What follows belongs to an exercise in optimizing a design on an open flow for small area, a short achievable clock period and few clock cycles per item; a production flow would make more cautious choices.
Only simulation tests tie the RTL to the original design; equivalence was not proved.
Power is estimated from default activity; no workload was simulated.

==> flow/design.v (excerpt) <==
module archive_block_cipher (
    input  logic        i_clk,
    input  logic        i_rst_n,
    input  logic        i_cfg_wr_en,
    input  logic        i_cfg_index,
    input  logic [31:0] i_cfg_data,
    input  logic        i_in_valid,
    output logic        o_in_stall,
    input  logic [31:0] i_data_word,
    input  logic        i_last,
    output logic        o_out_valid,
    input  logic        i_out_stall,
    output logic [31:0] o_result_word,
    output logic        o_last_out
);
Size: about 280 flip-flops, roughly 25000 µm² of cells after synthesis.
==> flow/config.mk <==
export PLATFORM = sky130hd
export DESIGN_NAME = archive_block_cipher
export DESIGN_NICKNAME = archive_block_cipher
export VERILOG_FILES = /design/flow/design.v
export SDC_FILE = /design/flow/constraint.sdc
export NUM_CORES = 4
export LEC_CHECK = 0
export CAP_MARGIN = 20
export CORE_MARGIN = 2
export CORE_UTILIZATION = 30
export SLEW_MARGIN = 20
export SYNTH_MEMORY_MAX_BITS = 16384
==> flow/constraint.sdc <==
create_clock -name core_clock -period 11.0 [get_ports {i_clk}]
set_input_delay 2.2000 -clock core_clock [delete_from_list [all_inputs] [get_ports {i_clk}]]
set_output_delay 2.2000 -clock core_clock [all_outputs]
set_load 0.01 [all_outputs]
standard.sh (not shown) runs the stock make flow with config.mk's settings and CLKGATE_MAP_FILE= SYNTH_SCRIPT=/design/flow/synth_recipe.tcl, a recipe that flattens the netlist after the stock synthesis.
==> flow/flow/run.sh <==
#!/bin/bash
# Standard ORFS layout (the standard.sh), with timing repair asked to leave
# more setup slack than the default so that it works on paths under the period.
set -euo pipefail
export SETUP_SLACK_MARGIN=${MARGIN:-6.5}
bash standard.sh > flow_make.log 2>&1
Testbench counts at the start, summed over its fixed seeds: cycles 8,628, items 8,192.
Then changed:
--- a/flow/flow/run.sh
+++ b/flow/flow/run.sh
@@ -5 +5 @@
-export SETUP_SLACK_MARGIN=${MARGIN:-6.5}
+export SETUP_SLACK_MARGIN=${MARGIN:-6.0}
Result: The changed run ran to the end with no violations; clock skew is about the same; die area is unchanged; first-iteration DRC count rose by 12%; wire length falls by 3.7%; area after synthesis does not change.

========
## run a
Another version of the RTL of archive_block_cipher (not shown whole).
For scale: ~2,700 cells after synthesis, about 280 flip-flops, about 110 I/O pins.
clock: 11.0 ns
lec_check: 0
cap_margin: 20
core_margin: 2
core_utilization: 30
slew_margin: 20
synth_memory_max_bits: 16384
==> flow/flow/run.sh <==
#!/bin/bash
# Standard ORFS layout (the standard.sh), with timing repair asked to leave
# more setup slack than the default so that it works on paths under the period.
set -euo pipefail
export SETUP_SLACK_MARGIN=${MARGIN:-6.6}
bash standard.sh > flow_make.log 2>&1
Testbench counts of run a, summed over its fixed seeds: cycles 8,468, items 8,192.
[inputs] run b vs run a
==> flow/flow/run.sh <==
#!/bin/bash
# Standard ORFS layout (the standard.sh), with timing repair asked to leave
# more setup slack than the default so that it works on paths under the period.
set -euo pipefail
export SETUP_SLACK_MARGIN=${MARGIN:-6.3}
bash standard.sh > flow_make.log 2>&1
## What came out
Final critical-path share of the clock period in run b is 0.80 points below run a. Between run a and run b, setup slack increased. Diff run a -> run b: pin count of the biggest net entering global routing lost about 12%; total routed wirelength lost 0.65%; number of fill cells picked up an extra 2.0%; cell area lost 620 um2; footprint of the multi-input gates lost 2.4%. Higher shortest period the worst path allows goes to run a over run b.

========
archive_block_cipher again, from the RTL that the note above started with.
export LEC_CHECK = 0
export CAP_MARGIN = 20
export CORE_MARGIN = 2
export CORE_UTILIZATION = 30
export SLEW_MARGIN = 20
export SYNTH_MEMORY_MAX_BITS = 16384
create_clock -name core_clock -period 11.0 [get_ports {i_clk}]
==> flow/flow/run.sh <==
#!/bin/bash
# Standard ORFS layout (the standard.sh), with timing repair asked to leave
# more setup slack than the default so that it works on paths under the period.
set -euo pipefail
export SETUP_SLACK_MARGIN=${MARGIN:-6.4}
bash standard.sh > flow_make.log 2>&1
Testbench counts at the start, summed over its fixed seeds: cycles 8,468, items 8,192.
Change:
==> flow/flow/run.sh (replaced) <==
#!/bin/bash
# Standard ORFS layout (the standard.sh), with timing repair asked to leave
# more setup slack than the default so that it works on paths under the period.
set -euo pipefail
export SETUP_SLACK_MARGIN=${MARGIN:-6.3}
bash standard.sh > flow_make.log 2>&1
TNS_END_PERCENT = 10   (was not set)
Effect: Worst hold slack got worse by 5.9 ps; wire length hardly moves; worst setup slack got worse by 180 ps; sequential share of layout area increases by 0.47 points; final cell count decreases by 0.74%; clock-buffer cell count decreases by 1; power decreases by 6.1%.

==> separate check: timing with driven ports <==
No port has a modelled driver above. Below, the same layouts with a new extraction and two added sets of constraints.
Step 1: set_driving_cell puts a clkbuf_16 on i_clk and a buf_2 on each other input, an assumption about the parent block.
Step 2, shift: input delay + t, output delay - t, t = (earliest + latest rising clock arrival at the registers) / 2. This alone moves slack from input paths to output paths.
Slacks: no drivers / after step 1 / after step 2; pairs: no drivers / after step 1.
run	t, ns	slack for setup (ns)	worst setup path after step 2
the first run of note 1	0.603	6.099 / 6.099 / 6.099	register to register
the second run of note 1	0.615	6.166 / 6.166 / 5.947	input to register
run a	0.622	6.258 / 6.258 / 6.170	input to register
run b	0.621	6.346 / 6.346 / 5.983	input to register
the first run of note 3	0.621	6.418 / 6.418 / 6.039	input to register
the second run of note 3	0.619	6.238 / 6.238 / 5.907	input to register
After both steps setup and hold are still met in every run listed. For the first run of note 3, which loses most, drivers alone change the setup slack by 0.000 ns; drivers and shift together by -0.379 ns.
